This design comes from an exercise in tuning for small area and a short achievable clock period on the open sky130 flow, not from production work.
Only simulation tests tie the RTL to the original design; equivalence was not proved.
Power and IR drop assume default switching activity.

==> flow/design.v <==
module chan_reload_streamer #(
  parameter int FIFO_AW = 6,
  parameter int DATA_W  = 32
) (
  input  logic              user_clk,
  input  logic              user_rstn,
  input  logic [DATA_W-1:0] cfg_reload_data,
  input  logic              cfg_reload_update,
  input  logic              cfg_reload_last,
  input  logic              cfg_chan_reset,
  output logic [DATA_W-1:0] m_axis_reload_tdata,
  output logic              m_axis_reload_tvalid,
  output logic              m_axis_reload_tlast,
  input  logic              m_axis_reload_tready,
  output logic [7:0]        m_axis_config_tdata,
  output logic              m_axis_config_tvalid,
  input  logic              m_axis_config_tready,
  output logic              status_reload_overflow,
  output logic              status_reload_busy,
  output logic [15:0]       status_frames_done
);
  localparam int DEPTH = 1 << FIFO_AW;
  localparam int W     = DATA_W + 1;
  logic [W-1:0]       r_mem [DEPTH];
  logic [W-1:0]       r_sd;           
  logic               r_sv;           
  logic [FIFO_AW:0]   r_wc;           
  logic [FIFO_AW:0]   r_rc;           
  logic [FIFO_AW:0]   r_pin;          
  logic [FIFO_AW:0]   r_pout;         
  logic [DEPTH-1:0]   r_rsel;         
  logic               r_full;         
  logic               r_busy;         
  logic               r_pnz;          
  logic               r_pge2;         
  logic               r_upd_q;
  logic               r_ovf;
  logic [15:0]        r_fd;
  logic               r_tv;
  logic               r_tl;
  logic [DATA_W-1:0]  r_td;
  logic             w_push_req;
  logic             w_push;
  logic             w_hs;
  logic             w_hs_last;
  logic             w_hold;
  logic             w_adv;
  logic             w_pinc;
  logic [FIFO_AW:0] w_cnt;
  logic [FIFO_AW:0] w_pend;
  logic             w_cnt_eq1;
  logic             w_cnt_ge2;
  logic             w_cnt_eq63;
  logic             w_pend_ge3;
  logic [W-1:0]     w_rd;
  assign w_push_req = cfg_reload_update & ~r_upd_q & ~cfg_chan_reset;
  assign w_push     = w_push_req & ~r_full;
  assign w_hs       = r_tv & m_axis_reload_tready;
  assign w_hs_last  = w_hs & r_tl;
  assign w_hold     = r_tv & ~m_axis_reload_tready;
  assign w_pinc     = r_sv & r_sd[DATA_W];
  assign w_adv      = r_tv ? (~r_tl | r_pge2) : r_pnz;
  assign w_cnt      = r_wc - r_rc;
  assign w_pend     = r_pin - r_pout;
  assign w_cnt_eq1  = (w_cnt == FIFO_AW'(1));
  assign w_cnt_ge2  = (w_cnt[FIFO_AW:1] != '0);
  assign w_cnt_eq63 = (w_cnt == (FIFO_AW + 1)'(DEPTH - 1));
  assign w_pend_ge3 = (w_pend > (FIFO_AW + 1)'(2));
  always_comb begin
    w_rd = '0;
    for (int i = 0; i < DEPTH; i++)
      w_rd = w_rd | (r_mem[i] & {W{r_rsel[i]}});
  end
  always_ff @(posedge user_clk) begin
    r_sd <= {cfg_reload_last, cfg_reload_data};
    for (int i = 0; i < DEPTH; i++)
      if (r_sv && r_wc[FIFO_AW-1:0] == FIFO_AW'(i + 1)) r_mem[i] <= r_sd;
  end
  always_ff @(posedge user_clk or negedge user_rstn) begin
    if (!user_rstn) begin
      r_sv    <= 1'b0;
      r_wc    <= '0;
      r_rc    <= '0;
      r_pin   <= '0;
      r_pout  <= '0;
      r_rsel  <= DEPTH'(1);
      r_full  <= 1'b0;
      r_busy  <= 1'b0;
      r_pnz   <= 1'b0;
      r_pge2  <= 1'b0;
      r_upd_q <= 1'b0;
      r_ovf   <= 1'b0;
      r_fd    <= '0;
      r_tv    <= 1'b0;
      r_tl    <= 1'b0;
      r_td    <= '0;
    end else begin
      r_upd_q <= cfg_reload_update;
      r_sv    <= w_push;
      if (w_hs_last) r_fd <= r_fd + 16'd1;
      if (cfg_chan_reset) begin
        r_wc   <= '0;
        r_rc   <= '0;
        r_pin  <= '0;
        r_pout <= '0;
        r_rsel <= DEPTH'(1);
        r_full <= 1'b0;
        r_busy <= 1'b0;
        r_pnz  <= 1'b0;
        r_pge2 <= 1'b0;
        r_ovf  <= 1'b0;
        r_tv   <= 1'b0;
        r_tl   <= 1'b0;
        r_td   <= '0;
      end else begin
        if (w_push_req && r_full) r_ovf <= 1'b1;
        if (w_push) r_wc <= r_wc + 1'b1;
        if (w_hs) r_rc <= r_rc + 1'b1;
        if (w_pinc) r_pin <= r_pin + 1'b1;
        if (w_hs_last) r_pout <= r_pout + 1'b1;
        r_full <= ~w_hs & (r_full | (w_push & w_cnt_eq63));
        r_busy <= w_push | w_cnt_ge2 | (w_cnt_eq1 & ~w_hs);
        r_pnz  <= w_pinc | (w_hs_last ? r_pge2 : r_pnz);
        r_pge2 <= w_pinc ? (w_hs_last ? r_pge2 : r_pnz) : (w_hs_last ? w_pend_ge3 : r_pge2);
        if (!w_hold) begin
          r_tv <= w_adv;
          if (w_adv) begin
            r_rsel <= {r_rsel[DEPTH-2:0], r_rsel[DEPTH-1]};
            {r_tl, r_td} <= w_rd;
          end else begin
            {r_tl, r_td} <= '0;
          end
        end
      end
    end
  end
  assign m_axis_reload_tdata    = r_td;
  assign m_axis_reload_tvalid   = r_tv;
  assign m_axis_reload_tlast    = r_tl;
  assign m_axis_config_tdata    = 8'h00;
  assign m_axis_config_tvalid   = 1'b0;
  assign status_reload_overflow = r_ovf;
  assign status_reload_busy     = r_busy;
  assign status_frames_done     = r_fd;
  logic w_unused_cfg_tready;
  assign w_unused_cfg_tready = m_axis_config_tready;
endmodule
==> flow/run.sh <==
#!/bin/bash
# synth_recipe.tcl (not shown) runs the flow's synth.tcl, then flattens the netlist and writes it again
# the make line also repeats each setting of config.mk as NAME=value (left out here)
make -C /OpenROAD-flow-scripts/flow DESIGN_CONFIG=/design/flow/config.mk WORK_HOME=/design/flow/orfs CLKGATE_MAP_FILE= SYNTH_SCRIPT=/design/flow/synth_recipe.tcl finish
==> flow/config.mk <==
export PLATFORM = sky130hd
export DESIGN_NAME = chan_reload_streamer
export DESIGN_NICKNAME = chan_reload_streamer
export VERILOG_FILES = /design/flow/design.v
export SDC_FILE = /design/flow/constraint.sdc
export NUM_CORES = 4
export LEC_CHECK = 0
export CAP_MARGIN = 20
export CORE_MARGIN = 2
export CORE_UTILIZATION = 45
export CTS_CLUSTER_DIAMETER = 60
export CTS_CLUSTER_SIZE = 30
export PLACE_DENSITY = 0.6
export SETUP_SLACK_MARGIN = 3.2
export SLEW_MARGIN = 20
==> flow/constraint.sdc <==
create_clock -name core_clock -period 5.8 [get_ports {user_clk}]
set_input_delay 1.1600 -clock core_clock [delete_from_list [all_inputs] [get_ports {user_clk}]]
set_output_delay 1.1600 -clock core_clock [all_outputs]
set_load 0.01 [all_outputs]
==> impl_metrics.csv, run 1 <==
group,metric,value,unit
timing,rsz0062_at_grt,"yes",
synth,seq_area_frac_synth,0.812,
job,maxCapViolations,0,
floorplanning,die_area,189000,µm²
worst_setup_path,cp-end-kind,"register",
cells_and_area,post-route-util,0.519,
timing,fin_crit,2.75,ns
synth,syn_inst,4387,
place,dpl.hpwl,175000,µm
global_route,antenna_found_initial,23,
floorplanning,start_util,0.452,
worst_setup_path,criticalPathCategory,"register to register",
worst_hold_path,holdCritPathClass,"primary input to asynchronous set/reset pin",
floorplanning,fp.dieW,435,µm
place,gp_congestion,0.848,
power_and_ir_drop,max-vdd-ir-drop,0.349,mV
floorplanning,core_area,185000,µm²
clock_network,cts_tree,"done",
power_and_ir_drop,power_leakage,30.7,nW
clock_network,clock-sinks,2294,
routing,drc_errors,0,
timing,clock.fmax,0.363,GHz
global_route,gr-total-overflow,0,
global_route,grtUsageMet3,0.120,
timing,fin_skew,0.0471,ns
routing,antenna_left,0,
clock_network,clk_pin_slew,0.10,ns
cells_and_area,drive_above_1_share,0.204,
timing,hold_viol,0,
clock_network,clockBufferDepth,3,
floorplanning,die_y,435,µm
routing,drt_iter0_drc,12200,
clock_network,cts_root_buf,"clkbuf_16",
worst_setup_path,critPathLaunchType,"register",
timing,setup_viol,0,
power_and_ir_drop,p_per_area,312,nW/µm²
power_and_ir_drop,power,0.0299,W
floorplanning,rows,158,
synth,synth_edf_count,2112,
worst_setup_path,critPathArrivalTime,3.49,ns
synth,yosysWarnings,2,
timing,finalCritPeriodShare,0.474,
clock_network,htreeDepth,4,
global_route,grt_max_degree,76,
global_route,busiest_layer,"met2",
cells_and_area,syn_to_final_growth,14.8,%
global_route,global_route.usage.met1,0.464,
synth,avgSynthCellArea,19.0,µm²
cells_and_area,fillers,14500,
clock_network,clock_latency,0.85,ns
synth,yosys_most_used_dff,"edfxtp_1",
timing,slew_headroom,0.216,
worst_setup_path,path_max_fanout,24,
global_route,use_met2,0.514,
synth,ys_async_sr_fraction,0.0650,
global_route,grt_first_pass_wirelength,447000,µm
floorplanning,ios,100,
synth,synth.distinct_cells,56,
routing,wl_per_cell,46.9,µm
routing,drt-vias-per-instance,7.24,
worst_setup_path,reg2reg_from,"r_rsel[58]",
run_status,outcome,"complete, no violations",
clock_network,cts_buffers,136,
timing,tightest_slew,1.18,ns
place,port-buffer-count,89,
clock_network,postCtsHoldBufs,0,
cells_and_area,nets,4799,
timing,tns,0,ns
global_route,grt_pass1_vias,48000,
routing,via_count,53100,
routing,dr.pass1.iters,9,
worst_setup_path,worstSetupStartpoint,"r_rsel[58]",
timing,drv_slew,0,
global_route,grt_use_total,0.355,
routing,finalWirelength,344000,µm
worst_setup_path,required,6.54,ns
synth,syn-cell-area,83500,µm²
synth,synth-seq-cells,2294,
[registers in the layout (all words and copies together), names as in the netlist, 7 cells and up]
name,cells
r_mem,2112
r_sd,33
r_td,32
r_pout,7
r_rsel,64
r_rc,7
r_wc,7
r_fd,16
r_pin,7
[cell usage after synthesis, drive strengths merged, types with 5 or more instances]
cell type / number / area share
a22oi: 20 / 0.0018
nand4: 144 / 0.011
a221oi: 518 / 0.056
a21oi: 75 / 0.0045
nand3: 19 / 0.0011
o21ai: 8 / 0.00048
nor2b: 5 / 0.00037
or4: 33 / 0.0030
clkbuf: 91 / 0.0041
a22o: 551 / 0.058
ha: 20 / 0.0030
nor2: 105 / 0.0048
dfrtp: 148 / 0.044
xnor2: 28 / 0.0029
dfxtp: 33 / 0.0079
inv: 24 / 0.0011
edfxtp: 2112 / 0.76
buf: 216 / 0.022
xor2: 17 / 0.0018
nand2: 166 / 0.0075
[critical path, cell delays in order, from the launching register on]
cell,delay [ns]
dfrtp_2,0.61
buf_8,0.30
a221oi_2,0.38
nand4_1,0.35
or4_4,0.72
a22o_1,0.21
[metal layers]
metal / share of wire / wire length (µm)
met1: 0.33 / 114000
met2: 0.42 / 146000
met3: 0.17 / 57300
met4: 0.075 / 25900
met5: 0.00071 / 243
[area by class of cell]
class / instances / area (µm²) / area share
tap: 2480 / 3100 / 0.0324
antenna: 8 / 20.0 / 0.000209
timing repair buffer: 512 / 5250 / 0.0548
sequential: 2294 / 68100 / 0.711
clock buffer: 148 / 3550 / 0.0371
clock inverter: 97 / 1350 / 0.0141
multi-input combinational: 1770 / 14400 / 0.150
inverter: 24 / 90.1 / 0.000940
[stage by stage]
stage               worst slack, ns  hold slack [ns]  instances  instance area (µm²)
floorplan                      2.81            0.483       4395                83700
global placement               2.32            0.466       6836                87400
detailed placement             2.31            0.488       6845                87600
CTS                            3.18            0.372       7291                95100
global route                   3.12            0.429       7327                95800
finish                         3.05            0.377       7333                95800
[cells by family (layout without fill, tap and decap cells)]
| logic type | Yosys count | in the layout | share of synthesized area |
|---|---|---|---|
| AOI/OAI and AO/OA | 1191 | 1191 | 0.122 |
| xor gates and xnor gates | 45 | 45 | 0.00472 |
| adders and majority gates | 22 | 22 | 0.00348 |
| buffers and inverters | 331 | 781 | 0.0271 |
| DFF | 2294 | 2294 | 0.812 |
| muxes | 3 | 3 | 0.000375 |
| other | 1 | 17 | 0.0000449 |
| and+or+nand+nor | 500 | 500 | 0.0298 |
[report_power, final]
group	switching [W]	total (W)	internal (W)	leakage [nW]
sequential	0.000222	0.0183	0.0181	21.2
clock	0.00615	0.0113	0.00518	2.35
combinational	0.000227	0.000327	0.000101	7.16
[layout by cell type (no fill, tap or decap), drive strengths merged, types with 5 or more instances in the layout]
| cell type | n |
|---|---|
| bufinv | 8 |
| clkinv | 31 |
| nand3 | 19 |
| clkbuf | 152 |
| nand4 | 144 |
| clkdlybuf4s50 | 35 |
| buf | 470 |
| o21ai | 8 |
| a22o | 551 |
| ha | 20 |
| diode | 8 |
| xnor2 | 28 |
| inv | 73 |
| edfxtp | 2112 |
| or4 | 33 |
| nand2 | 166 |
| dfrtp | 148 |
| xor2 | 17 |
| a22oi | 20 |
| conb | 9 |
| a221oi | 518 |
| nor2 | 105 |
| nor2b | 5 |
| dfxtp | 33 |
| a21oi | 75 |
| clkinvlp | 9 |
[worst paths after layout]
path,end,slack [ns],cells after the start
max,r_td[23],3.05,5
min,r_td[1],0.38,1
max reg2reg,r_td[23],3.05,5
min reg2reg,r_td[29],0.51,1
max in group asynchronous,r_rsel[46],4.02,2
min in group core_clock,r_td[29],0.51,1
[repair_timing]
action	CTS	global route
endpoints found under the setup margin	1472	354
gates cloned	1	2
gates resized for setup	434	82
setup buffers	200	30
pin swaps	55	27
Testbench counts, summed over its fixed seeds: drain cycles 8,517.
==> inputs of run 2 (changes only) <==
--- a/flow/design.v
+++ b/flow/design.v
@@ -24,6 +24,8 @@
   logic [W-1:0]       r_mem [DEPTH];
   logic [W-1:0]       r_sd;           
   logic               r_sv;           
+  logic [7:0]         r_whi;          
+  logic [7:0]         r_wlo;          
   logic [FIFO_AW:0]   r_wc;           
   logic [FIFO_AW:0]   r_rc;           
   logic [FIFO_AW:0]   r_pin;          
@@ -72,13 +74,15 @@
       w_rd = w_rd | (r_mem[i] & {W{r_rsel[i]}});
   end
   always_ff @(posedge user_clk) begin
-    r_sd <= {cfg_reload_last, cfg_reload_data};
+    r_sd  <= {cfg_reload_last, cfg_reload_data};
+    r_wlo <= 8'(1) << r_wc[2:0];
     for (int i = 0; i < DEPTH; i++)
-      if (r_sv && r_wc[FIFO_AW-1:0] == FIFO_AW'(i + 1)) r_mem[i] <= r_sd;
+      if (r_whi[i / 8] && r_wlo[i % 8]) r_mem[i] <= r_sd;
   end
   always_ff @(posedge user_clk or negedge user_rstn) begin
     if (!user_rstn) begin
       r_sv    <= 1'b0;
+      r_whi   <= '0;
       r_wc    <= '0;
       r_rc    <= '0;
       r_pin   <= '0;
@@ -97,6 +101,7 @@
     end else begin
       r_upd_q <= cfg_reload_update;
       r_sv    <= w_push;
+      r_whi   <= w_push ? 8'(1) << r_wc[5:3] : 8'd0;
       if (w_hs_last) r_fd <= r_fd + 16'd1;
       if (cfg_chan_reset) begin
         r_wc   <= '0;
==> run 2 against run 1 <==
Still clean. Clock power grew 7%. Die area grew 0.36%. First-iteration DRC count grew 1.2%. Sequential share of layout area grew 1.4 points. Global-route usage shrank 0.57 points. Core utilization shrank 0.84 points. Synthesized cell count grew 0.14%. Register-to-register slack gained 0.08 ns. Critical path depth grew 2. Highest routed layer unchanged.
==> impl_metrics.csv, run 2 <==
group,metric,value,unit
timing,fin_crit,2.67,ns
synth,synth.largest_area_cell,"edfxtp_1",
cells_and_area,top_register,"r_mem",
timing,finalCritPeriodShare,0.460,
global_route,grt_max_degree,82,
synth,synth-seq-cells,2310,
floorplanning,ios,100,
worst_setup_path,reg2reg_from,"r_rsel[56]",
clock_network,postCtsHoldBufs,0,
power_and_ir_drop,power_leakage,30.5,nW
clock_network,clk_pin_slew,0.09,ns
worst_setup_path,critPathLaunchType,"register",
timing,hold_viol,0,
run_status,outcome,"complete, no violations",
synth,avgSynthCellArea,19.1,µm²
job,maxCapViolations,0,
synth,synth_compound_area_frac,0.121,
synth,synth_area_leaders,"edfxtp_1, a22o_1, a221oi_1",
floorplanning,fp.dieW,436,µm
floorplanning,die_area,190000,µm²
floorplanning,rows,158,
synth,synth_top_cells_by_count,"edfxtp_1, a22o_1, a221oi_1",
global_route,grt_use_total,0.349,
cells_and_area,largest_reg_flops,2112,
synth,synthXorXnorAreaFrac,0.00470,
synth,synth.distinct_cells,53,
synth,yosysWarnings,2,
synth,yosys.area_share.simple,0.0317,
clock_network,htreeDepth,4,
synth,synth_edf_count,2112,
cells_and_area,top_regs,"r_mem: 2112 flops, r_rsel: 64 flops, r_sd: 33 flops",
worst_setup_path,cp-end-kind,"register",
synth,yosys_most_used_dff,"edfxtp_1",
clock_network,cts_root_buf,"clkbuf_16",
routing,drt_iter0_drc,12400,
clock_network,clock-sinks,2310,
timing,fin_skew,0.0738,ns
global_route,grt_first_pass_wirelength,441000,µm
power_and_ir_drop,max-vdd-ir-drop,0.229,mV
routing,dr.pass1.iters,8,
synth,syn-cell-area,83800,µm²
cells_and_area,final_cell_area,94500,µm²
routing,finalWirelength,339000,µm
timing,drv_slew,0,
timing,tightest_slew,1.27,ns
clock_network,cts_tree,"done",
cells_and_area,nets,4688,
worst_setup_path,criticalPathCategory,"register to register",
synth,synthAdderAreaFrac,0.00346,
cells_and_area,syn_to_final_growth,12.8,%
routing,drt-vias-per-instance,7.32,
global_route,grt_pass1_vias,47400,
routing,wl_per_cell,46.8,µm
floorplanning,die_y,436,µm
floorplanning,core_area,185000,µm²
synth,yosysMostFrequentCell,"edfxtp_1",
synth,seq_area_frac_synth,0.813,
place,place_area,87000,µm²
worst_setup_path,worstSetupStartpoint,"r_rsel[56]",
floorplanning,start_util,0.452,
synth,syn_inst,4393,
synth,synthMuxAreaShare,0.000254,
worst_setup_path,path_max_fanout,15,
global_route,gr-total-overflow,0,
routing,via_count,53000,
timing,setup_viol,0,
worst_hold_path,holdCritPathClass,"primary input to asynchronous set/reset pin",
power_and_ir_drop,p_per_area,326,nW/µm²
cells_and_area,final_cell_mix,"edfxtp_1, a22o_1, a221oi_1",
place,dpl.hpwl,161000,µm
synth,ys_async_sr_fraction,0.0680,
place,gp_congestion,0.836,
synth,synth_top_family_by_area,"compound AO/OA/AOI/OAI gates",
routing,drc_errors,0,
timing,rsz0062_at_grt,"yes",
clock_network,cts_buffers,143,
place,port-buffer-count,89,
worst_setup_path,critPathArrivalTime,3.41,ns
routing,antenna_left,0,
timing,clock.fmax,0.375,GHz
cells_and_area,drive_above_1_share,0.173,
timing,tns,0,ns
clock_network,clock_latency,0.88,ns
timing,slew_headroom,0.150,
global_route,antenna_found_initial,20,
worst_setup_path,required,6.54,ns
cells_and_area,final_common_cell,"edfxtp_1",
synth,synth_top_area_frac,0.757,
clock_network,clockBufferDepth,3,
==> run 2: cell count changes after synthesis, sizes merged, moves of 6 or more <==
cell,before,now
dfrtp,148,156
a22o,551,561
nor2,105,39
a22oi,20,0
and2,4,72
buf,216,207
a221oi,518,528
dfxtp,33,41
nand3,19,13
==> run 2: power by group <==
group,switching [W],internal [W]
clock network,0.00649,0.00557
logic,0.000245,0.000116
registers,0.000198,0.0182
total,0.00693,0.0239
==> run 2: cell families (layout without fill, tap and decap cells) <==
logic type,Yosys count,in the layout
compound gates,1190,1190
simple gates,498,498
other cells,1,25
xor+xnor,45,45
mux,2,2
flops,2310,2310
buf+inv,325,672
fa+ha+maj,22,22
==> run 2: path summary, 6_finish.rpt <==
path,end,slack (ns),cells after the start
max reg2reg,r_td[0],3.13,7
min reg2reg,r_fd[15],0.48,1
max,r_td[0],3.13,7
min,r_fd[5],0.37,1
min in group core_clock,r_fd[15],0.48,1
max in group asynchronous,r_rsel[12],4.23,2
==> run 2: final cells by class <==
type	instances	area, µm²
timing repair buffer	384	3560
sequential	2310	68400
tap	2480	3100
clock inverter	115	1650
antenna	16	40.0
inverter	22	82.6
fill	14800	90700
multi-input combinational	1766	13900
clock buffer	151	3710
==> run 2: repair_timing <==
item / CTS / global route
setup buffers: 150 / 20
gates cloned: 1 / 0
pin swaps: 8 / 12
endpoints found under the setup margin: 85 / 46
resized for setup: 369 / 34
==> run 2: critical path, stage by stage (launching register included) <==
cell and delay [ns]:
dfrtp_4 0.51, buf_12 0.15, buf_16 0.21, a22o_1 0.24
a221oi_1 0.27, nand4_1 0.31, or4_4 0.66, a22o_1 0.21
==> run 2: per-stage QoR <==
| step | hold WS [ns] | util | power, W | setup WS (ns) | std cells |
|---|---|---|---|---|---|
| 2_1_floorplan | 0.508 | - | 0.0188 | 3.30 | 4401 |
| 3_3_place_gp | 0.462 | 0.470 | 0.0191 | 2.43 | 6789 |
| 3_5_place_dp | 0.478 | 0.470 | 0.0191 | 2.41 | 6789 |
| 4_1_cts | 0.372 | 0.508 | 0.0307 | 3.15 | 7206 |
| 5_1_grt | 0.418 | 0.510 | 0.0314 | 3.14 | 7229 |
| 6_report | 0.367 | 0.510 | 0.0308 | 3.13 | 7244 |
==> run 2: routing by layer <==
layer  GRT usage  routed length [µm]  share of wire
met1       0.468              116000           0.34
met2       0.505              144000           0.42
met3       0.106               54700           0.16
met4       0.202               24000          0.071
met5           0                 145        0.00043
Testbench counts of run 2, summed over its fixed seeds: drain cycles 8,517.
==> inputs of run 3 (changes only) <==
==> flow/flow/run.sh (new file) <==
#!/bin/bash
# The standard layout, with the clock tree built without dummy balancing loads.
set -euo pipefail
export CTS_ARGS="-sink_clustering_enable -repair_clock_nets -sink_clustering_size 30 -sink_clustering_max_diameter 60 -dont_use_dummy_load"
bash standard.sh > standard_flow.log 2>&1
==> flow/standard.sh (new file) <==
#!/bin/bash
# synth_recipe.tcl (not shown) runs the flow's synth.tcl, then flattens the netlist and writes it again
# the make line also repeats each setting of config.mk as NAME=value (left out here)
make -C /OpenROAD-flow-scripts/flow DESIGN_CONFIG=/design/flow/config.mk WORK_HOME=/design/flow/orfs CLKGATE_MAP_FILE= SYNTH_SCRIPT=/design/flow/synth_recipe.tcl "${@:-finish}"
removed: flow/run.sh
==> run 3 against run 2 <==
Still clean. Sequential power about the same. Global-route usage decreased by 0.16 points. Core utilization decreased by 1.1 points. Fmax decreased by 0.17%. Sequential cell count unchanged. Register-to-register slack about the same. Sequential share of layout area increased by 1.5 points. Power decreased by 7.8%. Combinational power decreased by 4%. Critical path depth decreased by 1. Cell area decreased by 2.1%. Clock power decreased by about 20%.
==> impl_metrics.csv, run 3 <==
group,metric,value,unit
timing,tns,0,ns
place,dpl.hpwl,161000,µm
clock_network,clk_pin_slew,0.08,ns
synth,yosysMostFrequentCell,"edfxtp_1",
routing,wl_per_cell,47.5,µm
clock_network,htreeDepth,4,
cells_and_area,final_cell_area,92600,µm²
synth,synth_top_area_frac,0.757,
cells_and_area,top_register,"r_mem",
cells_and_area,syn_to_final_growth,10.4,%
job,maxCapViolations,0,
global_route,grt_use_total,0.347,
worst_setup_path,cp-end-kind,"register",
timing,finalCritPeriodShare,0.461,
synth,synth_top_cells_by_count,"edfxtp_1, a22o_1, a221oi_1",
routing,drc_errors,0,
routing,drt_iter0_drc,12500,
worst_hold_path,holdCritPathClass,"primary input to asynchronous set/reset pin",
synth,synth_area_leaders,"edfxtp_1, a22o_1, a221oi_1",
clock_network,cts_buffers,143,
synth,synthMuxAreaShare,0.000254,
worst_setup_path,reg2reg_from,"r_rsel[30]",
place,port-buffer-count,89,
synth,synth-seq-cells,2310,
clock_network,clock-sinks,2310,
clock_network,cts_tree,"done",
cells_and_area,nets,4674,
worst_setup_path,endpoint,"r_td[14]",
timing,tightest_slew,1.27,ns
worst_setup_path,rr_worst_depth,6,
synth,synthAdderAreaFrac,0.00346,
power_and_ir_drop,power_leakage,29.5,nW
timing,slew_headroom,0.152,
cells_and_area,final_common_cell,"edfxtp_1",
floorplanning,start_util,0.452,
global_route,grt_max_degree,82,
global_route,gr-total-overflow,0,
timing,setup_viol,0,
timing,drv_slew,0,
cells_and_area,post-route-util,0.500,
timing,clock.fmax,0.374,GHz
power_and_ir_drop,p_per_area,307,nW/µm²
synth,yosys_most_used_dff,"edfxtp_1",
cells_and_area,final_cell_mix,"edfxtp_1, a22o_1, a221oi_1",
worst_setup_path,critPathLaunchType,"register",
worst_setup_path,required,6.48,ns
worst_setup_path,criticalPathCategory,"register to register",
synth,seq_area_frac_synth,0.813,
place,place_area,87000,µm²
clock_network,cts_root_buf,"clkbuf_16",
cells_and_area,drive_above_1_share,0.149,
timing,rsz0062_at_grt,"yes",
synth,yosysWarnings,2,
power_and_ir_drop,max-vdd-ir-drop,0.205,mV
place,post-place-ws,2.41,ns
synth,synth_top_family_by_area,"compound AO/OA/AOI/OAI gates",
synth,syn_inst,4393,
timing,fin_ws,3.13,ns
synth,synth_compound_area_frac,0.121,
routing,finalWirelength,337000,µm
synth,yosys.area_share.simple,0.0317,
floorplanning,core_area,185000,µm²
clock_network,clockBufferDepth,3,
synth,syn-cell-area,83800,µm²
synth,synth.distinct_cells,53,
floorplanning,rows,158,
routing,via_count,52500,
cells_and_area,top_regs,"r_mem: 2112 flops, r_rsel: 64 flops, r_sd: 33 flops",
synth,synth_edf_count,2112,
synth,synth.largest_area_cell,"edfxtp_1",
worst_setup_path,path_max_fanout,26,
floorplanning,fp.dieW,436,µm
global_route,antenna_found_initial,23,
global_route,grt_first_pass_wirelength,439000,µm
clock_network,postCtsHoldBufs,0,
worst_setup_path,reg2reg_setup_slack,3.13,ns
routing,dr.pass1.iters,8,
routing,antenna_left,0,
global_route,grt_pass1_vias,47200,
cells_and_area,largest_reg_flops,2112,
timing,fin_crit,2.67,ns
floorplanning,ios,100,
clock_network,clock_latency,0.88,ns
synth,synthXorXnorAreaFrac,0.00470,
worst_setup_path,r2r-end,"r_td[14]",
synth,avgSynthCellArea,19.1,µm²
floorplanning,die_y,436,µm
synth,ys_async_sr_fraction,0.0680,
timing,fin_skew,0.138,ns
place,gp_congestion,0.836,
routing,drt-vias-per-instance,7.39,
worst_setup_path,critPathArrivalTime,3.35,ns
floorplanning,die_area,190000,µm²
timing,hold_viol,0,
worst_setup_path,worstSetupStartpoint,"r_rsel[30]",
run_status,outcome,"complete, no violations",
[run 3: how the worst min path moves through the flow]
stage / endpoint / slack [ns] / cells past startpoint
6_report: r_fd[7] / 0.40 / 1
5_1_grt: r_td[6] / 0.45 / 1
4_1_cts: r_ovf / 0.41 / 1
3_5_place_dp: r_fd[15] / 0.48 / 1
3_3_place_gp: r_fd[15] / 0.46 / 1
2_1_floorplan: r_fd[15] / 0.51 / 1
[run 3: final cells by class]
cell class	instances	area, µm²
Tap cell	2480	3100
Multi-Input combinational cell	1766	13900
Antenna cell	13	32.5
Sequential cell	2310	68400
Clock buffer	143	3580
Fill cell	15000	92700
Timing Repair Buffer	370	3430
Inverter	22	82.6
[run 3: cell families (layout without fill, tap and decap cells)]
group / after synthesis / in the layout
flops: 2310 / 2310
fa+ha+maj: 22 / 22
xor+xnor: 45 / 45
simple gates: 498 / 498
mux: 2 / 2
compound gates: 1190 / 1190
buf+inv: 325 / 535
other cells: 1 / 22
[run 3: layer usage]
layer | GRT usage | share of wire | up-vias
li1 | - | - | 18800
met1 | 0.466 | 0.34 | 27200
met2 | 0.506 | 0.43 | 5327
met3 | 0.106 | 0.16 | 1162
met4 | 0.193 | 0.067 | 8
met5 | 0 | 0.00014 | -
[run 3: worst max-delay path, cell delays in order (launching register included)]
cell,delay (ns)
dfrtp_2,0.61
buf_8,0.35
a22o_1,0.27
a221oi_1,0.28
nand4_1,0.28
or4_1,0.51
a22o_1,0.21
[run 3: what timing repair did]
action / CTS / global route
endpoints found under the setup margin: 85 / 29
pin swaps: 9 / 11
gates resized for setup: 369 / 24
buffers inserted: 152 / 6
hold endpoints to repair: 0 / 0
[run 3: through the flow]
stage,cells,total power [W],hold WS (ns)
floorplan,4401,0.0188,0.508
global placement,6789,0.0191,0.462
detailed placement,6789,0.0191,0.478
CTS,7084,0.0283,0.408
global route,7092,0.0289,0.452
finish,7104,0.0284,0.401
[run 3: report_power, final]
group          internal [W]  leakage [nW]  switching, W
Combinational      0.000108          6.38      0.000237
Sequential           0.0182          21.4      0.000203
Clock               0.00437          1.76       0.00530
Total                0.0227          29.5       0.00574
==> inputs of run 4 (changes only) <==
--- a/flow/design.v
+++ b/flow/design.v
@@ -31,6 +31,14 @@
   logic [FIFO_AW:0]   r_pin;          
   logic [FIFO_AW:0]   r_pout;         
   logic [DEPTH-1:0]   r_rsel;         
+  logic [FIFO_AW:0]   r_nw;           
+  logic [FIFO_AW:0]   r_nf;           
+  logic [W-1:0]       r_rd0;          
+  logic [W-1:0]       r_rd1;          
+  logic [W-1:0]       w_rdr;
+  logic               r_rdv;          
+  logic [W-1:0]       r_sk;           
+  logic               r_skv;
   logic               r_full;         
   logic               r_busy;         
   logic               r_pnz;          
@@ -47,6 +55,9 @@
   logic             w_hs_last;
   logic             w_hold;
   logic             w_adv;
+  logic             w_take;
+  logic             w_fetch;
+  logic [W-1:0]     w_head;
   logic             w_pinc;
   logic [FIFO_AW:0] w_cnt;
   logic [FIFO_AW:0] w_pend;
@@ -54,14 +65,18 @@
   logic             w_cnt_ge2;
   logic             w_cnt_eq63;
   logic             w_pend_ge3;
-  logic [W-1:0]     w_rd;
+  logic [W-1:0]     w_rd0;
+  logic [W-1:0]     w_rd1;
   assign w_push_req = cfg_reload_update & ~r_upd_q & ~cfg_chan_reset;
   assign w_push     = w_push_req & ~r_full;
   assign w_hs       = r_tv & m_axis_reload_tready;
   assign w_hs_last  = w_hs & r_tl;
   assign w_hold     = r_tv & ~m_axis_reload_tready;
   assign w_pinc     = r_sv & r_sd[DATA_W];
-  assign w_adv      = r_tv ? (~r_tl | r_pge2) : r_pnz;
+  assign w_adv      = (r_tv ? (~r_tl | r_pge2) : r_pnz) & (r_skv | r_rdv);
+  assign w_take     = ~w_hold & w_adv;
+  assign w_head     = r_skv ? r_sk : w_rdr;
+  assign w_fetch    = (r_nw != r_nf) & ~(r_skv ? ~w_take : (r_rdv & ~w_take));
   assign w_cnt      = r_wc - r_rc;
   assign w_pend     = r_pin - r_pout;
   assign w_cnt_eq1  = (w_cnt == FIFO_AW'(1));
@@ -69,13 +84,20 @@
   assign w_cnt_eq63 = (w_cnt == (FIFO_AW + 1)'(DEPTH - 1));
   assign w_pend_ge3 = (w_pend > (FIFO_AW + 1)'(2));
   always_comb begin
-    w_rd = '0;
-    for (int i = 0; i < DEPTH; i++)
-      w_rd = w_rd | (r_mem[i] & {W{r_rsel[i]}});
+    w_rd0 = '0;
+    w_rd1 = '0;
+    for (int i = 0; i < DEPTH / 2; i++) begin
+      w_rd0 = w_rd0 | (r_mem[i] & {W{r_rsel[i]}});
+      w_rd1 = w_rd1 | (r_mem[i + DEPTH / 2] & {W{r_rsel[i + DEPTH / 2]}});
+    end
   end
+  assign w_rdr = r_rd0 | r_rd1;
   always_ff @(posedge user_clk) begin
     r_sd  <= {cfg_reload_last, cfg_reload_data};
     r_wlo <= 8'(1) << r_wc[2:0];
+    r_rd0 <= w_rd0;
+    r_rd1 <= w_rd1;
+    if (!r_skv && r_rdv && !w_take) r_sk <= w_rdr;
     for (int i = 0; i < DEPTH; i++)
       if (r_whi[i / 8] && r_wlo[i % 8]) r_mem[i] <= r_sd;
   end
@@ -88,6 +110,10 @@
       r_pin   <= '0;
       r_pout  <= '0;
       r_rsel  <= DEPTH'(1);
+      r_nw    <= '0;
+      r_nf    <= '0;
+      r_rdv   <= 1'b0;
+      r_skv   <= 1'b0;
       r_full  <= 1'b0;
       r_busy  <= 1'b0;
       r_pnz   <= 1'b0;
@@ -109,6 +135,10 @@
         r_pin  <= '0;
         r_pout <= '0;
         r_rsel <= DEPTH'(1);
+        r_nw   <= '0;
+        r_nf   <= '0;
+        r_rdv  <= 1'b0;
+        r_skv  <= 1'b0;
         r_full <= 1'b0;
         r_busy <= 1'b0;
         r_pnz  <= 1'b0;
@@ -122,6 +152,13 @@
         if (w_push) r_wc <= r_wc + 1'b1;
         if (w_hs) r_rc <= r_rc + 1'b1;
         if (w_pinc) r_pin <= r_pin + 1'b1;
+        if (r_sv) r_nw <= r_nw + 1'b1;
+        if (w_fetch) begin
+          r_nf   <= r_nf + 1'b1;
+          r_rsel <= {r_rsel[DEPTH-2:0], r_rsel[DEPTH-1]};
+        end
+        r_rdv <= w_fetch;
+        r_skv <= r_skv ? ~w_take : (r_rdv & ~w_take);
         if (w_hs_last) r_pout <= r_pout + 1'b1;
         r_full <= ~w_hs & (r_full | (w_push & w_cnt_eq63));
         r_busy <= w_push | w_cnt_ge2 | (w_cnt_eq1 & ~w_hs);
@@ -130,8 +167,7 @@
         if (!w_hold) begin
           r_tv <= w_adv;
           if (w_adv) begin
-            r_rsel <= {r_rsel[DEPTH-2:0], r_rsel[DEPTH-1]};
-            {r_tl, r_td} <= w_rd;
+            {r_tl, r_td} <= w_head;
           end else begin
             {r_tl, r_td} <= '0;
           end
==> run 4 against run 3 <==
Clock skew shrank 0.067 ns. Highest routed layer unchanged. Combinational power rose to 3.8 times the previous value. Largest cell class unchanged. Cell area grew 1.8%.
==> impl_metrics.csv, run 4 <==
group,metric,value,unit
run_status,outcome,"complete, no violations",
timing,fin_skew,0.0701,ns
routing,drc_errors,0,
timing,fin_hold_ws,0.447,ns
clock_network,clock_latency,0.82,ns
synth,synth_edf_count,2145,
worst_setup_path,required,4.64,ns
clock_network,cts_tree,"done",
routing,dr.pass1.iters,6,
global_route,grt_max_degree,95,
global_route,grt_use_total,0.284,
power_and_ir_drop,power,0.0307,W
routing,drt-vias-per-instance,6.74,
clock_network,clk_pin_slew,0.07,ns
routing,drt_iter0_drc,8863,
synth,syn_inst,4796,
floorplanning,die_area,195000,µm²
synth,synth_top_area_frac,0.746,
cells_and_area,largest_reg_flops,2112,
cells_and_area,top_regs,"r_mem: 2112 flops, r_rsel: 64 flops",
routing,wl_per_cell,38.5,µm
worst_hold_path,holdCritPathClass,"primary input to asynchronous set/reset pin",
global_route,grt_first_pass_wirelength,383000,µm
place,gp_congestion,0.798,
cells_and_area,drive_above_1_share,0.120,
clock_network,htreeDepth,4,
timing,drv_slew,0,
floorplanning,rows,160,
synth,synth.distinct_cells,52,
clock_network,clockBufferDepth,3,
worst_setup_path,critPathLaunchType,"register",
clock_network,postCtsHoldBufs,0,
timing,rsz0062_at_grt,"yes",
floorplanning,die_y,442,µm
synth,avgSynthCellArea,18.0,µm²
timing,setup_viol,0,
worst_setup_path,crit_chain,"clkdlybuf4s15_2",
worst_setup_path,critical-path-top-delay-family,"flip-flops",
floorplanning,fp.dieW,442,µm
cells_and_area,final_common_cell,"edfxtp_1",
cells_and_area,syn_to_final_growth,9.07,%
worst_setup_path,path_max_fanout,2,
synth,yosys_most_used_dff,"edfxtp_1",
floorplanning,start_util,0.454,
synth,synth-seq-cells,2425,
cells_and_area,final_cell_area,94200,µm²
job,maxCapViolations,0,
place,port-buffer-count,89,
power_and_ir_drop,power_leakage,29.4,nW
synth,synth_top_cells_by_count,"edfxtp_1, a22oi_1, clkbuf_1",
worst_setup_path,cp-end-kind,"output pin",
place,dpl.hpwl,131000,µm
global_route,gr-total-overflow,0,
timing,slew_headroom,0.309,
timing,finalCritPeriodShare,0.440,
synth,yosysMostFrequentCell,"edfxtp_1",
power_and_ir_drop,max-vdd-ir-drop,0.258,mV
cells_and_area,top_register,"r_mem",
clock_network,cts_root_buf,"clkbuf_16",
worst_setup_path,cp_num_buf_inv,1,
global_route,antenna_found_initial,21,
timing,hold_viol,0,
routing,via_count,49900,
synth,synth.largest_area_cell,"edfxtp_1",
clock_network,cts_buffers,143,
place,place_area,90400,µm²
power_and_ir_drop,p_per_area,325,nW/µm²
floorplanning,core_area,190000,µm²
worst_setup_path,slowest_delay,0.38,ns
timing,fin_crit,2.55,ns
routing,finalWirelength,285000,µm
synth,ys_async_sr_fraction,0.0713,
timing,tns,0,ns
synth,synth_area_leaders,"edfxtp_1, a22oi_1, dfrtp_1",
timing,clock.fmax,0.392,GHz
cells_and_area,nets,4949,
cells_and_area,final_cell_mix,"edfxtp_1, a22oi_1, nand4_1",
clock_network,clock-sinks,2425,
global_route,grt_pass1_vias,46500,
timing,tightest_slew,1.03,ns
worst_setup_path,cp_slowest_cell,"dfrtp_1",
synth,seq_area_frac_synth,0.821,
worst_setup_path,criticalPathCategory,"register to output pin",
floorplanning,ios,100,
worst_setup_path,critPathArrivalTime,1.39,ns
routing,antenna_left,0,
synth,syn-cell-area,86400,µm²
synth,yosysWarnings,2,
==> run 4: changes by cell type after synthesis, sizes merged, moves of 133 or more <==
cell	delta
a22oi	+1056
nand4	+133
a22o	-528
buf	-175
clkbuf	+179
a221oi	-528
==> run 4: routing by layer <==
metal,global-route usage,vias up,routed length (µm)
met3,0.0583,593,34400
met1,0.391,26200,106000
met2,0.451,3503,133000
met5,0,-,12
li1,-,19600,-
met4,0.102,2,11600
==> run 4: timing repair <==
item	CTS	global route
endpoints found under the setup margin	128	47
setup buffers	25	2
resized for setup	183	5
cloned	0	1
==> run 4: path summary, 6_finish.rpt <==
path,from,end,slack (ns),cells after the start
min in group core_clock,r_sd[29],r_mem[29][29],0.46,0
min,user_rstn,r_fd[3],0.45,1
min reg2reg,r_sd[29],r_mem[29][29],0.46,0
max in group asynchronous,user_rstn,r_td[6],4.13,2
max reg2reg,r_nw[4],r_rsel[26],3.27,6
max,r_td[17],m_axis_reload_tdata[17],3.25,1
==> run 4: cells by family after synthesis <==
group / Yosys count / share of synthesized area
mux: 35 / 0.00454
flops: 2425 / 0.821
buf+inv: 325 / 0.0151
other cells: 1 / 0.0000434
simple gates: 724 / 0.0472
xor+xnor: 63 / 0.00639
compound gates: 1199 / 0.102
fa+ha+maj: 24 / 0.00365
==> run 4: report_power, final <==
part / switching, W / internal, W
combinational: 0.000859 / 0.000439
clock: 0.00531 / 0.00438
sequential: 0.000464 / 0.0192
==> run 4: area by class of cell <==
type	instances	area, µm²
multi-input combinational	2055	14400
timing repair buffer	243	1910
inverter	18	67.6
sequential	2425	71100
antenna	8	20.0
tap	2511	3140
fill	15500	96200
clock buffer	143	3580
==> run 4: through the flow <==
step / instances / setup WS (ns) / util
floorplan: 4804 / 3.42 / -
global placement: 7224 / 1.83 / 0.475
detailed placement: 7224 / 1.77 / 0.475
CTS: 7392 / 3.19 / 0.494
global route: 7402 / 3.19 / 0.495
finish: 7403 / 3.25 / 0.495
Testbench counts of run 4, summed over its fixed seeds: drain cycles 8,517.
==> inputs of run 5 (changes only) <==
--- a/flow/design.v
+++ b/flow/design.v
@@ -97,7 +97,7 @@
     r_wlo <= 8'(1) << r_wc[2:0];
     r_rd0 <= w_rd0;
     r_rd1 <= w_rd1;
-    if (!r_skv && r_rdv && !w_take) r_sk <= w_rdr;
+    if (!r_skv) r_sk <= w_rdr;
     for (int i = 0; i < DEPTH; i++)
       if (r_whi[i / 8] && r_wlo[i % 8]) r_mem[i] <= r_sd;
   end
==> run 5 against run 4 <==
Setup slack worse by 0.015 ns. Hold slack got worse by 0.051 ns. Clock-buffer cell count shrank 6. Critical path type unchanged. Via count decreased by 0.12%. Sequential cell count stayed put. Sequential share of layout area rose by 0.21 points.
==> impl_metrics.csv, run 5 <==
group,metric,value,unit
run_status,outcome,"complete, no violations",
synth,synth_top_area_frac,0.739,
cells_and_area,top_register,"r_mem",
place,dpl.hpwl,127000,µm
power_and_ir_drop,power_leakage,29.3,nW
global_route,grt_first_pass_wirelength,383000,µm
cells_and_area,syn_to_final_growth,8.86,%
synth,yosys_most_used_dff,"edfxtp_1",
synth,avgSynthCellArea,17.8,µm²
synth,synth-seq-cells,2425,
clock_network,postCtsHoldBufs,0,
worst_setup_path,reg2reg_setup_slack,3.37,ns
clock_network,cts_root_buf,"clkbuf_16",
global_route,gr-total-overflow,0,
routing,drc_errors,0,
clock_network,cts_tree,"done",
cells_and_area,drive_above_1_share,0.107,
synth,yosysMostFrequentCell,"edfxtp_1",
cells_and_area,final_cell_area,93500,µm²
synth,syn_inst,4832,
routing,dr.pass1.iters,6,
cells_and_area,fillers,15600,
routing,drt_iter0_drc,7831,
synth,synth.largest_area_cell,"edfxtp_1",
cells_and_area,top_regs,"r_mem: 2112 flops, r_rsel: 64 flops",
floorplanning,rows,160,
place,place_area,89900,µm²
timing,setup_viol,0,
synth,yosysWarnings,2,
worst_setup_path,criticalPathCategory,"register to output pin",
worst_setup_path,cp_num_buf_inv,1,
clock_network,clockBufferDepth,3,
global_route,grt_use_total,0.288,
worst_setup_path,path_max_fanout,2,
global_route,antenna_found_initial,16,
cells_and_area,largest_reg_flops,2112,
routing,via_count,49800,
timing,hold_viol,0,
synth,syn-cell-area,85900,µm²
floorplanning,ios,100,
synth,synth_top_cells_by_count,"edfxtp_1, a22oi_1, clkbuf_1",
clock_network,clock_latency,0.80,ns
worst_setup_path,critical-path-top-delay-family,"flip-flops",
worst_setup_path,reg2reg_from,"r_rsel[26]",
power_and_ir_drop,max-vdd-ir-drop,0.254,mV
cells_and_area,nets,4979,
timing,tns,0,ns
synth,ys_async_sr_fraction,0.0713,
power_and_ir_drop,p_sw,0.00663,W
global_route,grt_pass1_vias,47000,
worst_setup_path,critPathArrivalTime,1.40,ns
timing,slew_headroom,0.301,
routing,drt-vias-per-instance,6.70,
worst_setup_path,rr_worst_depth,4,
timing,finalCritPeriodShare,0.442,
worst_setup_path,required,4.64,ns
place,port-buffer-count,89,
clock_network,htreeDepth,4,
floorplanning,fp.dieW,441,µm
worst_hold_path,holdCritPathClass,"primary input to asynchronous set/reset pin",
synth,synth_area_leaders,"edfxtp_1, a22oi_1, dfrtp_1",
timing,fin_skew,0.0809,ns
timing,drv_slew,0,
timing,fin_crit,2.56,ns
cells_and_area,final_cell_mix,"edfxtp_1, a22oi_1, nand4_1",
synth,synth_edf_count,2112,
floorplanning,die_area,194000,µm²
clock_network,cts_buffers,137,
timing,rsz0062_at_grt,"no",
power_and_ir_drop,p_sw_frac,0.218,
worst_setup_path,slowest_delay,0.43,ns
power_and_ir_drop,seq_power_share,0.647,
clock_network,clk_pin_slew,0.07,ns
job,maxCapViolations,0,
cells_and_area,final_common_cell,"edfxtp_1",
worst_setup_path,r2r-end,"r_rd0[16]",
worst_setup_path,critPathLaunchType,"register",
floorplanning,start_util,0.452,
clock_network,clock-sinks,2425,
timing,tightest_slew,1.05,ns
power_and_ir_drop,combPwrFrac,0.040,
power_and_ir_drop,pwr-share-clk,0.313,
worst_setup_path,cp_slowest_cell,"dfrtp_1",
timing,clock.fmax,0.390,GHz
routing,antenna_left,0,
routing,finalWirelength,284000,µm
power_and_ir_drop,internal_power,0.0237,W
place,gp_congestion,0.802,
routing,wl_per_cell,38.2,µm
global_route,grt_max_degree,98,
synth,synth.distinct_cells,51,
worst_setup_path,crit_chain,"buf_2",
floorplanning,core_area,190000,µm²
worst_setup_path,cp-end-kind,"output pin",
floorplanning,die_y,441,µm
synth,seq_area_frac_synth,0.822,
power_and_ir_drop,p_per_area,325,nW/µm²
-- run 5: cell types whose count changed after synthesis, sizes merged, moves of 32 or more --
| cell | change |
|---|---|
| edfxtp | -33 |
| dfxtp | +33 |
| nand2 | +32 |
| or2 | -33 |
| o21ai | +33 |
| mux2 | -33 |
-- run 5: cells by family after synthesis --
kind of cell | share of synthesized area
compound gates | 0.105
xor+xnor | 0.00632
fa+ha+maj | 0.00367
buf+inv | 0.0152
flops | 0.822
mux | 0.000233
other cells | 0.0000437
simple gates | 0.0481
-- run 5: power by group through the flow --
stage	clock, W	sequential, W	combinational [W]
after floorplan	0	0.0198	0.000662
after global placement	0	0.0200	0.00112
after detailed placement	0	0.0200	0.00114
after CTS	0.00954	0.0196	0.00117
after global routing	0.0101	0.0197	0.00126
final	0.00951	0.0197	0.00120
-- run 5: layer usage --
layer  vias up  track usage  wire, µm
li1      19700            -         -
met1     26100        0.383    104000
met2      3388        0.464    134000
met3       629       0.0613     33200
met5         -            0         0
met4         0        0.117     12900
-- run 5: repair_timing --
item | in CTS | in global routing
endpoints found under the hold margin | 0 | 0
cloned | 1 | 0
setup buffers | 27 | 4
pin swaps | 0 | 1
resized for setup | 210 | 6
endpoints found under the setup margin | 122 | 28
-- run 5: how the worst max path moves through the flow --
stage               slack (ns)                       to  cells after the start                  from
finish                    3.24  m_axis_reload_tdata[17]                      1              r_td[17]
global route              3.20  m_axis_reload_tdata[11]                      1              r_td[11]
CTS                       3.20  m_axis_reload_tdata[11]                      1              r_td[11]
detailed placement        1.71               r_rsel[15]                      6  m_axis_reload_tready
global placement          1.73               r_rsel[10]                      6  m_axis_reload_tready
floorplan                 3.43                 r_td[10]                      4        cfg_chan_reset
-- run 5: cell type report --
type                       count  area [µm²]  share of cell area
tap                         2511        3140              0.0336
antenna                       11        27.5            0.000294
clock buffer                 137        3430              0.0367
multi-input combinational   2088       14200               0.152
sequential                  2425       70800               0.757
timing repair buffer         246        1830              0.0196
inverter                      18        67.6            0.000723
-- run 5: metrics by stage --
step	hold slack (ns)	util	power [W]	cells	worst slack, ns
detailed placement	0.464	0.474	0.0212	7256	1.71
finish	0.396	0.493	0.0304	7436	3.24
CTS	0.366	0.492	0.0304	7421	3.20
floorplan	0.434	-	0.0204	4840	3.43
global placement	0.458	0.474	0.0211	7256	1.73
global route	0.410	0.493	0.0311	7435	3.20
Testbench counts of run 5, summed over its fixed seeds: drain cycles 8,517.
==> inputs of run 6 (changes only) <==
--- a/flow/config.mk
+++ b/flow/config.mk
@@ -11,5 +11,5 @@
 export CTS_CLUSTER_DIAMETER = 60
 export CTS_CLUSTER_SIZE = 30
 export PLACE_DENSITY = 0.6
-export SETUP_SLACK_MARGIN = 3.2
+export SETUP_SLACK_MARGIN = 3.3
 export SLEW_MARGIN = 20
==> run 6 against run 5 <==
Core utilization grew 0.14 points. Setup slack lost 0.0019 ns. Clock skew grew 0.0043 ns. Fmax is essentially flat. Power is essentially flat. Cell area grew 0.29%. Critical path type unchanged.
==> impl_metrics.csv, run 6 <==
group,metric,value,unit
worst_setup_path,cp_num_buf_inv,1,
power_and_ir_drop,p_sw_frac,0.218,
synth,syn_inst,4832,
cells_and_area,drive_above_1_share,0.112,
worst_setup_path,cp-end-kind,"output pin",
timing,drv_slew,0,
global_route,grt_first_pass_wirelength,384000,µm
floorplanning,die_area,194000,µm²
worst_setup_path,worst-path-stages,1,
worst_setup_path,criticalPathCategory,"register to output pin",
power_and_ir_drop,internal_power,0.0237,W
timing,setup_viol,0,
power_and_ir_drop,power_leakage,29.4,nW
worst_setup_path,crit_chain,"buf_2",
timing,hold_viol,0,
synth,yosysMostFrequentCell,"edfxtp_1",
timing,fin_hold_ws,0.385,ns
synth,synth-seq-cells,2425,
synth,yosysWarnings,2,
clock_network,clock_latency,0.83,ns
power_and_ir_drop,pwr-share-clk,0.313,
cells_and_area,nets,5003,
synth,synth.distinct_cells,51,
synth,syn-cell-area,85900,µm²
power_and_ir_drop,max-vdd-ir-drop,0.256,mV
synth,synthXorXnorAreaFrac,0.00632,
floorplanning,rows,160,
routing,drt_iter0_drc,8202,
synth,avgSynthCellArea,17.8,µm²
synth,synth.largest_area_cell,"edfxtp_1",
cells_and_area,final_cell_mix,"edfxtp_1, a22oi_1, nand4_1",
synth,synthAdderAreaFrac,0.00367,
synth,synth_top_family_by_area,"compound AO/OA/AOI/OAI gates",
synth,synth_top_cells_by_count,"edfxtp_1, a22oi_1, clkbuf_1",
synth,synth_top_area_frac,0.739,
worst_setup_path,reg2reg_setup_slack,3.41,ns
synth,ys_async_sr_fraction,0.0713,
routing,wl_per_cell,38.2,µm
routing,via_count,49900,
worst_setup_path,rr_worst_depth,4,
power_and_ir_drop,seq_power_share,0.647,
routing,antenna_left,0,
worst_setup_path,reg2reg_from,"r_rsel[26]",
clock_network,htreeDepth,4,
worst_hold_path,holdCritPathClass,"primary input to asynchronous set/reset pin",
timing,tightest_slew,1.03,ns
power_and_ir_drop,p_sw,0.00663,W
timing,finalCritPeriodShare,0.442,
run_status,outcome,"complete, no violations",
place,dpl.hpwl,127000,µm
place,gp_congestion,0.802,
floorplanning,core_area,190000,µm²
worst_setup_path,critical-path-top-delay-family,"flip-flops",
routing,dr.pass1.iters,6,
clock_network,cts_buffers,137,
routing,finalWirelength,285000,µm
worst_setup_path,required,4.64,ns
clock_network,clk_pin_slew,0.07,ns
worst_setup_path,critPathLaunchType,"register",
synth,yosys.area_share.simple,0.0481,
cells_and_area,fillers,15500,
worst_setup_path,cp_slowest_cell,"dfrtp_1",
job,maxCapViolations,0,
worst_setup_path,critPathArrivalTime,1.41,ns
global_route,grt_use_total,0.288,
timing,rsz0062_at_grt,"yes",
synth,seq_area_frac_synth,0.822,
global_route,gr-total-overflow,0,
power_and_ir_drop,combPwrFrac,0.040,
worst_setup_path,slowest_delay,0.43,ns
cells_and_area,top_register,"r_mem",
cells_and_area,final_common_cell,"edfxtp_1",
timing,fin_skew,0.0852,ns
power_and_ir_drop,p_per_area,324,nW/µm²
timing,slew_headroom,0.310,
clock_network,postCtsHoldBufs,0,
routing,drt-vias-per-instance,6.69,
floorplanning,start_util,0.452,
synth,synthMuxAreaShare,0.000233,
clock_network,cts_tree,"done",
global_route,antenna_found_initial,16,
worst_setup_path,r2r-end,"r_rd0[16]",
clock_network,clock-sinks,2425,
floorplanning,fp.dieW,441,µm
floorplanning,die_y,441,µm
place,port-buffer-count,89,
clock_network,cts_root_buf,"clkbuf_16",
timing,tns,0,ns
cells_and_area,largest_reg_flops,2112,
routing,drc_errors,0,
clock_network,clockBufferDepth,3,
floorplanning,ios,100,
global_route,grt_max_degree,98,
synth,synth_area_leaders,"edfxtp_1, a22oi_1, dfrtp_1",
synth,yosys_most_used_dff,"edfxtp_1",
synth,synth_compound_area_frac,0.105,
synth,synth_edf_count,2112,
cells_and_area,syn_to_final_growth,9.18,%
timing,fin_crit,2.57,ns
global_route,grt_pass1_vias,47100,
timing,clock.fmax,0.390,GHz
cells_and_area,top_regs,"r_mem: 2112 flops, r_rsel: 64 flops",
worst_setup_path,path_max_fanout,2,
==> run 6: area by class of cell <==
| cell class | count | area, µm² | area share |
|---|---|---|---|
| flip-flops and latches | 2425 | 70800 | 0.755 |
| multi-input cells | 2088 | 14200 | 0.152 |
| diodes | 12 | 30.0 | 0.000320 |
| repair buffers | 270 | 2090 | 0.0223 |
| inverters | 18 | 67.6 | 0.000721 |
| clock buffers | 137 | 3430 | 0.0366 |
| well taps | 2511 | 3140 | 0.0335 |
==> run 6: logic make-up after synthesis <==
logic type | count (synthesis)
flip-flops | 2425
AO/OA/AOI/OAI | 1233
AND/OR/NAND/NOR | 757
buffers and inverters | 328
XOR/XNOR | 62
adder cells (fa/ha/maj) | 24
multiplexers | 2
other | 1
==> run 6: repair_timing <==
item | in CTS | in global routing
setup buffers | 38 | 17
setup endpoints to repair | 122 | 87
hold endpoints to repair | 0 | 0
cloned | 1 | 0
gates resized for setup | 222 | 14
pin swaps | 1 | 1
==> run 6: power by group through the flow <==
stage | Combinational, W | Sequential, W | Clock, W
2_1_floorplan | 0.000662 | 0.0198 | 0
3_3_place_gp | 0.00112 | 0.0200 | 0
3_5_place_dp | 0.00114 | 0.0200 | 0
4_1_cts | 0.00117 | 0.0196 | 0.00954
5_1_grt | 0.00127 | 0.0197 | 0.0101
6_report | 0.00121 | 0.0197 | 0.00951
==> run 6: per-stage QoR <==
step	total power, W	instances	cell area, µm²	utilization	setup WS (ns)
6_report	0.0304	7461	93700	0.494	3.23
5_1_grt	0.0311	7460	93700	0.494	3.20
4_1_cts	0.0304	7432	93400	0.492	3.20
3_5_place_dp	0.0212	7256	89900	0.474	1.71
3_3_place_gp	0.0211	7256	89900	0.474	1.73
2_1_floorplan	0.0204	4840	85900	-	3.43
==> run 6: how the worst max path moves through the flow <==
stage | startpoint | end | slack [ns]
6_report | r_td[17] | m_axis_reload_tdata[17] | 3.23
5_1_grt | r_td[23] | m_axis_reload_tdata[23] | 3.20
4_1_cts | r_td[11] | m_axis_reload_tdata[11] | 3.20
3_5_place_dp | m_axis_reload_tready | r_rsel[15] | 1.71
3_3_place_gp | m_axis_reload_tready | r_rsel[10] | 1.73
2_1_floorplan | cfg_chan_reset | r_td[10] | 3.43
==> run 6: layer usage <==
| layer | vias up | part of all wire | global-route usage |
|---|---|---|---|
| li1 | 19700 | - | - |
| met2 | 3453 | 0.47 | 0.464 |
| met1 | 26100 | 0.36 | 0.383 |
| met4 | 0 | 0.044 | 0.117 |
| met5 | - | 0 | 0 |
| met3 | 616 | 0.12 | 0.0613 |
==> inputs of run 7 (changes only) <==
--- a/flow/config.mk
+++ b/flow/config.mk
@@ -7,9 +7,9 @@
 export LEC_CHECK = 0
 export CAP_MARGIN = 20
 export CORE_MARGIN = 2
-export CORE_UTILIZATION = 45
+export CORE_UTILIZATION = 52
 export CTS_CLUSTER_DIAMETER = 60
 export CTS_CLUSTER_SIZE = 30
-export PLACE_DENSITY = 0.6
-export SETUP_SLACK_MARGIN = 3.3
+export PLACE_DENSITY = 0.65
+export SETUP_SLACK_MARGIN = 3.2
 export SLEW_MARGIN = 20
==> run 7 against run 6 <==
Hold slack got worse by 0.040 ns. Still clean. Via count rose by 0.34%. Global-route usage rose by 3.7 points. Core utilization rose by 7.3 points. Critical path type is now primary input to register. Largest power group unchanged. Clock-buffer cell count rose by 2. Critical endpoint is now r_rsel[18]. Sequential share of layout area rose by 0.40 points. Highest routed layer is now met5. Synthesized cell count did not move. Power fell by 0.25%. First-iteration DRC count rose by 14%. Critical path depth rose by 5. Sequential power barely moved.
==> impl_metrics.csv, run 7 <==
group,metric,value,unit
run_status,outcome,"complete, no violations",
synth,yosysWarnings,2,
floorplanning,die_y,410,µm
global_route,grt_use_total,0.326,
routing,drt-vias-per-instance,7.03,
cells_and_area,syn_to_final_growth,8.56,%
timing,fin_skew,0.0719,ns
cells_and_area,seq_area,70800,µm²
clock_network,clock-sinks,2425,
routing,wl_per_cell,38.9,µm
worst_setup_path,reg2reg_setup_slack,3.32,ns
global_route,gr-total-overflow,0,
worst_setup_path,rr_worst_depth,4,
floorplanning,start_util,0.522,
worst_setup_path,criticalPathCategory,"primary input to register",
synth,yosysMostFrequentCell,"edfxtp_1",
timing,rsz0062_at_grt,"yes",
timing,tightest_slew,1.03,ns
worst_setup_path,critPathArrivalTime,3.25,ns
cells_and_area,largest_reg_flops,2112,
timing,slew_headroom,0.311,
clock_network,cts_root_buf,"clkbuf_16",
cells_and_area,top_regs,"r_mem: 2112 flops, r_rsel: 64 flops",
synth,syn-cell-area,85900,µm²
power_and_ir_drop,power_leakage,29.3,nW
clock_network,clock_latency,0.82,ns
synth,synth.largest_area_cell,"edfxtp_1",
synth,synth-seq-cells,2425,
timing,fin_hold_ws,0.345,ns
synth,ys_async_sr_fraction,0.0713,
place,dpl.hpwl,129000,µm
place,gp_congestion,0.795,
floorplanning,fp.dieW,410,µm
global_route,grt_pass1_vias,46900,
cells_and_area,final_common_cell,"edfxtp_1",
worst_setup_path,reg2reg_from,"r_rsel[42]",
synth,synth.distinct_cells,51,
power_and_ir_drop,p_per_area,325,nW/µm²
floorplanning,ios,100,
cells_and_area,top_register,"r_mem",
clock_network,postCtsHoldBufs,0,
global_route,grt_max_degree,123,
floorplanning,rows,149,
worst_setup_path,cp-end-kind,"register",
worst_setup_path,path_max_fanout,28,
routing,antenna_left,0,
worst_setup_path,r2r-end,"r_rd1[26]",
timing,drv_slew,0,
synth,synth_edf_count,2112,
clock_network,cts_buffers,139,
worst_setup_path,worstSetupStartpoint,"m_axis_reload_tready",
routing,drc_errors,0,
timing,fin_crit,2.56,ns
synth,avgSynthCellArea,17.8,µm²
clock_network,clockBufferDepth,3,
cells_and_area,final_cell_mix,"edfxtp_1, a22oi_1, nand4_1",
cells_and_area,nets,4987,
cells_and_area,multi_input_area,14200,µm²
worst_setup_path,critPathLaunchType,"primary input",
clock_network,htreeDepth,4,
timing,hold_viol,0,
floorplanning,core_area,164000,µm²
synth,synth_top_cells_by_count,"edfxtp_1, a22oi_1, clkbuf_1",
global_route,antenna_found_initial,14,
worst_hold_path,holdCritPathClass,"primary input to asynchronous set/reset pin",
synth,seq_area_frac_synth,0.822,
routing,drt_iter0_drc,9340,
synth,synth_area_leaders,"edfxtp_1, a22oi_1, dfrtp_1",
global_route,grt_first_pass_wirelength,376000,µm
cells_and_area,drive_above_1_share,0.107,
clock_network,cts_tree,"done",
timing,setup_viol,0,
routing,finalWirelength,277000,µm
synth,yosys_most_used_dff,"edfxtp_1",
job,maxCapViolations,0,
worst_setup_path,required,6.49,ns
timing,clock.fmax,0.390,GHz
worst_setup_path,endpoint,"r_rsel[18]",
timing,tns,0,ns
floorplanning,die_area,168000,µm²
synth,syn_inst,4832,
routing,via_count,50100,
cells_and_area,fillers,12400,
synth,synth_top_area_frac,0.739,
timing,finalCritPeriodShare,0.442,
place,port-buffer-count,89,
clock_network,clk_pin_slew,0.08,ns
power_and_ir_drop,max-vdd-ir-drop,0.348,mV
routing,dr.pass1.iters,6,
## run 7: changes by cell type in the layout (fill, tap and decap cells not counted), sizes merged
cell,before,now
clkdlybuf4s15,0,13
buf,234,200
clkbuf,138,143
diode,12,13
## run 7: worst max-delay path: stages
cell,delay (ns)
clkdlybuf4s50_1,0.60
a311oi_4,0.51
a21o_4,0.40
buf_4,0.29
nand2_1,0.07
a21oi_1,0.18
## run 7: worst min path at each step
stage	startpoint	end	slack, ns	cells past startpoint
2_1_floorplan	r_sk[31]	r_sk[31]	0.43	2
3_3_place_gp	r_sk[28]	r_sk[28]	0.45	2
3_5_place_dp	r_sk[19]	r_sk[19]	0.46	2
4_1_cts	user_rstn	r_rsel[20]	0.32	1
5_1_grt	user_rstn	r_rsel[20]	0.35	1
6_report	user_rstn	r_rsel[20]	0.34	1
## run 7: what timing repair did
action	4_1_cts	5_1_grt
cloned	1	0
pin swaps	0	1
gates resized for setup	186	11
buffers inserted	25	3
setup endpoints to repair	120	43
## run 7: cells by family after synthesis
logic type,after synthesis,synth area share
AO/OA/AOI/OAI,1233,0.105
AND/OR/NAND/NOR,757,0.0481
adder cells (fa/ha/maj),24,0.00367
other,1,0.0000437
flip-flops,2425,0.822
XOR/XNOR,62,0.00632
buffers and inverters,328,0.0152
multiplexers,2,0.000233
## run 7: routing by layer
metal  vias up  global-route usage  wire length (µm)
met1     25900               0.443             97600
li1      19700                   -                 -
met5         -                   0                13
met3       644              0.0661             36700
met2      3888               0.523            131000
met4         2               0.121             11500
## run 7: cell type report
type                       count  area share
antenna                       13    0.000349
clock buffer                 139      0.0373
inverter                      18    0.000725
multi-input combinational   2088       0.152
sequential                  2425       0.759
tap                         2189      0.0294
timing repair buffer         252      0.0209
## run 7: per-stage QoR
stage                     worst slack (ns)  total power, W  std cells   util  area [µm²]
final                                 3.24          0.0303       7124  0.567       93200
after CTS                             3.20          0.0303       7108  0.566       93100
after floorplan                       3.43          0.0204       4840      -       85900
after global routing                  3.16          0.0309       7122  0.567       93200
after global placement                1.65          0.0211       6943  0.545       89600
after detailed placement              1.57          0.0211       6943  0.545       89600
## run 7: power by group
part / total [W] / switching (W) / internal (W)
clock: 0.00951 / 0.00525 / 0.00426
sequential: 0.0197 / 0.000491 / 0.0192
combinational: 0.00110 / 0.000783 / 0.000314
total: 0.0303 / 0.00652 / 0.0238

afterwards: timing with drivers on the ports:
In the flow no input, the clock included, has a driving cell. The finished layouts below were timed again as built, in two steps. Step 1: set_driving_cell puts a clkbuf_16 on user_clk and a buf_2 on each other input, an assumption about the parent block. Step 2 times the ports against the registers' clock, not the clock port: input delays grow and output delays shrink by t, the midpoint of the rising clock arrivals with the driver on. a / b / c = no drivers / after step 1 / after step 2; a / b = the first two.
run | shift t [ns] | setup slack, ns | worst setup path at the end | worst register clock-pin slew, ns | worst data-port slew with drivers (ns)
run 1 | 0.919 | 3.049 / 3.049 / 2.449 | input to register | 0.12 / 0.12 | 0.19
run 2 | 0.935 | 3.133 / 3.080 / 2.502 | input to register | 0.11 / 0.11 | 0.15
run 3 | 0.909 | 3.128 / 3.107 / 2.387 | input to register | 0.11 / 0.11 | 0.16
run 4 | 0.871 | 3.251 / 3.163 / 2.506 | input to register | 0.11 / 0.11 | 0.17
run 5 | 0.863 | 3.235 / 3.153 / 2.565 | input to register | 0.11 / 0.11 | 0.14
run 6 | 0.862 | 3.234 / 3.154 / 2.616 | input to register | 0.11 / 0.11 | 0.14
run 7 | 0.879 | 3.238 / 3.152 / 2.428 | input to register | 0.11 / 0.11 | 0.18
After both steps every run listed still meets setup and hold. The setup slack of run 7, which loses most, moves by -0.086 ns with the drivers and by -0.810 ns with both steps.
